What follows belongs to an exercise in optimizing a design on an open flow for small area; a production flow would make more cautious choices. In this exercise RTL edits were held to simulation tests only and were not proved equivalent to the original. Power figures rest on the tool's default switching activity, not on a simulated workload. No driver is modelled on the clock port, so clocking that relies on it looks cheaper here than on a real chip.

== the baseline ==
// cjg_hw_stack
module cjg_hw_stack #(
  parameter int unsigned WIDTH = 32,
  parameter int unsigned DEPTH = 32,
  parameter int unsigned ADDRW = 5
) (
  input  logic             clk,
  input  logic             reset,
  input  logic [WIDTH-1:0] d,
  input  logic             push,
  input  logic             pop,
  input  logic             clear,
  input  logic             err_clr,
  output logic [WIDTH-1:0] q,
  output logic [ADDRW:0]   sp,
  output logic             empty,
  output logic             full,
  output logic             overflow,
  output logic             underflow,
  input  logic             scan_in0,
  input  logic             scan_en,
  input  logic             test_mode,
  output logic             scan_out0
);
export LEC_CHECK = 0
export CAP_MARGIN = 20
export CORE_MARGIN = 2
export CORE_UTILIZATION = 40
export SLEW_MARGIN = 20
export SYNTH_HIERARCHICAL = 1
create_clock -name core_clock -period 6.0 [get_ports {clk}]
standard.sh (not shown) runs the stock make flow with config.mk's settings and CLKGATE_MAP_FILE= SYNTH_SCRIPT=/design/flow/synth_recipe.tcl, a recipe that flattens the netlist after the stock synthesis.
==> flow/flow/run.sh <==
#!/bin/bash
# The standard ORFS layout (standard.sh, standard synthesis unchanged) with two
# placement/CTS options changed:
#  - buffer_ports inserts sky130_fd_sc_hd__buf_2 on every input and output port
#    instead of the delay buffer (clkdlybuf4s50_1) it picks by default;
#  - CTS clusters up to 24 sinks within 100 um per leaf buffer and inserts no
#    dummy loads.
# The full make output goes to standard.log; each ORFS step keeps its own log
# under orfs/logs/.
set -euo pipefail
bash standard.sh \
  "BUFFER_PORTS_ARGS=-buffer_cell sky130_fd_sc_hd__buf_2" \
  "CTS_ARGS=-sink_clustering_enable -repair_clock_nets -dont_use_dummy_load -sink_clustering_size 24 -sink_clustering_max_diameter 100" \
  finish > standard.log 2>&1
[inputs] the candidate vs the baseline
- CTS_CLUSTER_SIZE now 24, previously not set
- CTS_CLUSTER_DIAMETER now 100, previously not set
==> flow/run.sh (new file) <==
#!/bin/bash
# synth_recipe.tcl (not shown) runs the flow's synth.tcl, then flattens the netlist and writes it again
# the make line also repeats each setting of config.mk as NAME=value (left out here)
make -C /OpenROAD-flow-scripts/flow DESIGN_CONFIG=/design/flow/config.mk WORK_HOME=/design/flow/orfs CLKGATE_MAP_FILE= SYNTH_SCRIPT=/design/flow/synth_recipe.tcl finish
removed: flow/flow/run.sh
removed: flow/standard.sh
Findings:
The candidate finished all stages; the layout is clean. The candidate — antenna diode count 2 lower, the baseline as reference. The baseline ended up with q[26] as its end point of the critical path; the candidate ended up with q[15]. Between the candidate and the baseline, it is the candidate whose critical path depth is lower, by 1. Across both runs, global router's overall resource usage was higher for the candidate than for the baseline. [compare] base=the baseline new=the candidate: internal power of the cells now sits higher, detail-routed via count per cell now sits higher, multi-input combinational area share now sits lower, worst voltage drop across the vdd grid now sits higher. On count of clock-buffer cells in the layout, the higher figure sits with the candidate, not the baseline. Final-layout non-clock buffer area share (lower): the baseline. The candidate vs the baseline, worst slew margin relative to its limit went down by 0.83 points. Compared with the baseline, the candidate shows finished layout cell area higher by about 1.5%.

## job 4873
The RTL this note starts from:
==> flow/design.v <==
package cjg_stack_pkg;
  localparam logic [1:0] OP_NONE = 2'b00;
  localparam logic [1:0] OP_POP  = 2'b01;
  localparam logic [1:0] OP_PUSH = 2'b10;
  localparam logic [1:0] OP_REPL = 2'b11;
  function automatic int sp_width(input int addrw);
    sp_width = addrw + 1;
  endfunction
endpackage
module cjg_stack_ram #(
  parameter int unsigned WIDTH = 32,
  parameter int unsigned DEPTH = 32
) (
  input  logic [WIDTH*DEPTH-1:0] rows,
  input  logic [DEPTH-1:0]       rsel,
  output logic [WIDTH-1:0]       rdata
);
  localparam int unsigned NG = DEPTH / 3;
  localparam int unsigned NR = DEPTH - 3 * NG;
  for (genvar b = 0; b < int'(WIDTH); b++) begin : g_bit
    logic [NG+NR-1:0] grp_n;
    for (genvar g = 0; g < int'(NG); g++) begin : g_grp
      cjg_stack_aoi3 u_aoi (
        .s (rsel[3*g +: 3]),
        .x ({rows[WIDTH*(3*g+2)+b], rows[WIDTH*(3*g+1)+b], rows[WIDTH*(3*g)+b]}),
        .y (grp_n[g])
      );
    end
    for (genvar k = 0; k < int'(NR); k++) begin : g_rest
      cjg_stack_nand2 u_nand (
        .a (rsel[3*NG+k]),
        .b (rows[WIDTH*(3*NG+k)+b]),
        .y (grp_n[NG+k])
      );
    end
    assign rdata[b] = ~&grp_n;
  end
endmodule
module cjg_stack_aoi3 (
  input  logic [2:0] s,
  input  logic [2:0] x,
  output logic       y
);
  assign y = ~|(s & x);
endmodule
module cjg_stack_nand2 (
  input  logic a,
  input  logic b,
  output logic y
);
  assign y = ~(a & b);
endmodule
module cjg_stack_and2 (
  input  logic a,
  input  logic b,
  output logic y
);
  assign y = a & b;
endmodule
module cjg_hw_stack #(
  parameter int unsigned WIDTH = 32,
  parameter int unsigned DEPTH = 32,
  parameter int unsigned ADDRW = 5
) (
  input  logic             clk,
  input  logic             reset,
  input  logic [WIDTH-1:0] d,
  input  logic             push,
  input  logic             pop,
  input  logic             clear,
  input  logic             err_clr,
  output logic [WIDTH-1:0] q,
  output logic [ADDRW:0]   sp,
  output logic             empty,
  output logic             full,
  output logic             overflow,
  output logic             underflow,
  input  logic             scan_in0,
  input  logic             scan_en,
  input  logic             test_mode,
  output logic             scan_out0
);
  localparam int unsigned SPW = cjg_stack_pkg::sp_width(ADDRW);
  localparam int unsigned NLO = 4;                
  localparam int unsigned NHI = DEPTH / NLO;      
  logic [WIDTH*DEPTH-1:0] mem;
  logic [DEPTH-1:0]       rsel;
  logic [DEPTH-1:0]       wsel;
  logic [NLO-1:0]         r_lo, w_lo;
  logic [NHI-1:0]         r_hi, w_hi;
  logic                   do_push;
  logic                   do_repl;
  logic                   do_pop;
  logic                   unused_dft;
  assign unused_dft = &{1'b0, scan_in0, scan_en, test_mode};
  assign scan_out0  = 1'b0;
  assign empty = (sp == '0);
  assign full  = sp[ADDRW];
  assign do_push = push & ~clear & (~pop | empty) & ~full;
  assign do_repl = push & pop & ~clear & ~empty;
  assign do_pop  = pop & ~push & ~clear & ~empty;
  always_comb begin
    for (int j = 0; j < int'(NLO); j++) r_lo[j] = (sp[1:0] == 2'(j));
    for (int k = 0; k < int'(NHI); k++) r_hi[k] = (sp[ADDRW-1:2] == (ADDRW-2)'(k));
    for (int j = 0; j < int'(NLO); j++)
      w_lo[j] = (do_repl & r_lo[j]) | (do_push & r_lo[(j + int'(NLO) - 1) % int'(NLO)]);
    for (int k = 0; k < int'(NHI); k++)
      w_hi[k] = (do_push & r_lo[NLO-1]) ? r_hi[(k + int'(NHI) - 1) % int'(NHI)] : r_hi[k];
  end
  for (genvar i = 0; i < int'(DEPTH); i++) begin : g_sel
    cjg_stack_and2 u_rsel (.a (i == 0 ? full : r_lo[i % NLO]), .b (r_hi[i / NLO]), .y (rsel[i]));
    cjg_stack_and2 u_wsel (.a (w_lo[i % NLO]), .b (w_hi[i / NLO]), .y (wsel[i]));
  end
  for (genvar i = 0; i < int'(DEPTH); i++) begin : g_row
    always_ff @(posedge clk) begin
      if (wsel[i]) mem[WIDTH*i +: WIDTH] <= d;
    end
  end
  cjg_stack_ram #(
    .WIDTH (WIDTH),
    .DEPTH (DEPTH)
  ) u_rd (
    .rows  (mem),
    .rsel  (rsel),
    .rdata (q)
  );
  logic [SPW-1:0] all1, all0, sp_n;
  always_comb begin
    all1[0] = 1'b1;
    all0[0] = 1'b1;
    for (int i = 1; i < int'(SPW); i++) begin
      all1[i] = all1[i-1] & sp[i-1];
      all0[i] = all0[i-1] & ~sp[i-1];
    end
    for (int i = 0; i < int'(SPW); i++)
      sp_n[i] = ~clear & (sp[i] ^ ((do_push & all1[i]) | (do_pop & all0[i])));
  end
  always_ff @(posedge clk or negedge reset) begin
    if (!reset) begin
      sp        <= '0;
      overflow  <= 1'b0;
      underflow <= 1'b0;
    end else begin
      sp        <= sp_n;
      overflow  <= ~clear & ((push & ~pop & full) | (overflow & ~err_clr));
      underflow <= ~clear & ((pop & ~push & empty) | (underflow & ~err_clr));
    end
  end
endmodule
export LEC_CHECK = 0
export CAP_MARGIN = 20
export CORE_MARGIN = 2
export CORE_UTILIZATION = 40
export SLEW_MARGIN = 20
export SYNTH_HIERARCHICAL = 1
create_clock -name core_clock -period 6.0 [get_ports {clk}]
==> flow/flow/run.sh <==
#!/bin/bash
# The standard ORFS layout (standard.sh, standard synthesis unchanged) with
# these placement/CTS options changed:
#  - buffer_ports inserts sky130_fd_sc_hd__buf_1 on every input and output port
#    instead of the delay buffer (clkdlybuf4s50_1) it picks by default;
#  - before global placement, flow/upsz.tcl gives the high-fanout select-line
#    drivers their 4x-drive variant;
#  - CTS clusters up to 30 sinks within 100 um per clkbuf_16 leaf buffer, may
#    use smaller clock buffers above the leaves, and inserts no dummy loads.
# The full make output goes to standard.log; each ORFS step keeps its own log
# under orfs/logs/.
set -euo pipefail
bash standard.sh \
  "BUFFER_PORTS_ARGS=-buffer_cell sky130_fd_sc_hd__buf_1" \
  "PRE_GLOBAL_PLACE_TCL=$PWD/flow/upsz.tcl" \
  "CTS_ARGS=-sink_clustering_enable -repair_clock_nets -dont_use_dummy_load -sink_clustering_size 30 -sink_clustering_max_diameter 100 -buf_list {sky130_fd_sc_hd__clkbuf_4 sky130_fd_sc_hd__clkbuf_8 sky130_fd_sc_hd__clkbuf_16} -sink_clustering_buffer sky130_fd_sc_hd__clkbuf_16 -root_buf sky130_fd_sc_hd__clkbuf_8" \
  finish > standard.log 2>&1
==> flow/flow/upsz.tcl <==
# PRE_GLOBAL_PLACE hook: give each logic gate that drives 16 or more loads (the
# row and column select lines) its 4x-drive variant before placement, so
# repair_design does not have to split these nets with buffers.
set db [ord::get_db]
set nup 0
foreach net [[ord::get_db_block] getNets] {
  if {[$net getSigType] ne "SIGNAL"} continue
  set drv ""
  set nl 0
  foreach it [$net getITerms] {
    if {[$it isOutputSignal]} { set drv $it } else { incr nl }
  }
  if {$drv eq "" || $nl < 16} continue
  set inst [$drv getInst]
  set m [[$inst getMaster] getName]
  if {![regexp {^(sky130_fd_sc_hd__[a-z0-9]+)_([0-9]+)$} $m -> base sz]} continue
  if {[string match "*df*" $base] || $sz >= 4} continue
  set nm [$db findMaster "${base}_4"]
  if {$nm eq "NULL"} continue
  $inst swapMaster $nm
  incr nup
}
puts "upsz: resized $nup drivers"
Changes in job 2699 relative to job 4873:
==> flow/flow/run.sh <==
#!/bin/bash
# The standard ORFS layout (standard.sh, standard synthesis unchanged) with
# these placement/CTS options changed:
#  - buffer_ports inserts sky130_fd_sc_hd__buf_2 on every input and output port
#    instead of the delay buffer (clkdlybuf4s50_1) it picks by default;
#  - before global placement, flow/upsz.tcl gives the high-fanout select-line
#    drivers their 4x-drive variant;
#  - CTS clusters up to 30 sinks within 100 um per leaf buffer and inserts no
#    dummy loads.
# The full make output goes to standard.log; each ORFS step keeps its own log
# under orfs/logs/.
set -euo pipefail
bash standard.sh \
  "BUFFER_PORTS_ARGS=-buffer_cell sky130_fd_sc_hd__buf_2" \
  "PRE_GLOBAL_PLACE_TCL=$PWD/flow/upsz.tcl" \
  "CTS_ARGS=-sink_clustering_enable -repair_clock_nets -dont_use_dummy_load -sink_clustering_size 30 -sink_clustering_max_diameter 100" \
  finish > standard.log 2>&1
--- outcome ---
Every stage of the flow completed for job 2699, and the final layout passed the timing, design-rule and antenna checks.
Looking at top metal layer carrying routed signals, the met4 result is from job 2699; the met5 one comes from job 4873.
Start point of the critical path = sp[2]: job 2699; start point of the critical path = sp[0]: job 4873
For the total length of routed met3 wires, job 2699 came in about 7.5% higher than job 4873 did.
Changes observed in job 2699 relative to job 4873: post-route non-filler standard cell count has remained practically unchanged; detailed-route via count has remained practically unchanged.
Against job 4873, job 2699 comes in 1 higher on path length in cells of the critical path.
Comparing job 4873 with job 2699, the summed area of non-filler cells in the final layout came out essentially unchanged.
Number of violations reported at the end of detailed-routing iteration 0: lower on job 4873

## re-timing with driven ports
Ports are ideal in the flow. The routed layouts listed here were re-timed in OpenROAD. Step 1 (the two cells are an assumption about what drives the block):
set clk [get_ports {clk}]
set_driving_cell -lib_cell sky130_fd_sc_hd__clkbuf_16 $clk
set_driving_cell -lib_cell sky130_fd_sc_hd__buf_2 [delete_from_list [all_inputs] $clk]
Step 2, shift: input delay + t, output delay - t, t = (earliest + latest rising clock arrival at the registers) / 2. This alone moves slack from input paths to output paths. Slacks: ideal ports / drivers / drivers and shift; pairs: ideal ports / drivers.
| run | t (ns) | setup slack, ns | worst setup path at the end | latest minus earliest clock arrival (ns) | worst data-port slew with drivers (ns) |
|---|---|---|---|---|---|
| the baseline | 0.691 | 0.541 / 0.465 / 1.155 | register to output | 0.037 / 0.037 | 0.12 |
| the candidate | 0.711 | 0.428 / 0.362 / 1.072 | register to output | 0.057 / 0.057 | 0.14 |
| job 4873 | 0.771 | 1.112 / 1.046 / 1.817 | register to output | 0.060 / 0.060 | 0.14 |
| job 2699 | 0.663 | 1.345 / 1.276 / 1.940 | register to output | 0.039 / 0.039 | 0.13 |
After both steps every run listed still meets setup and hold.
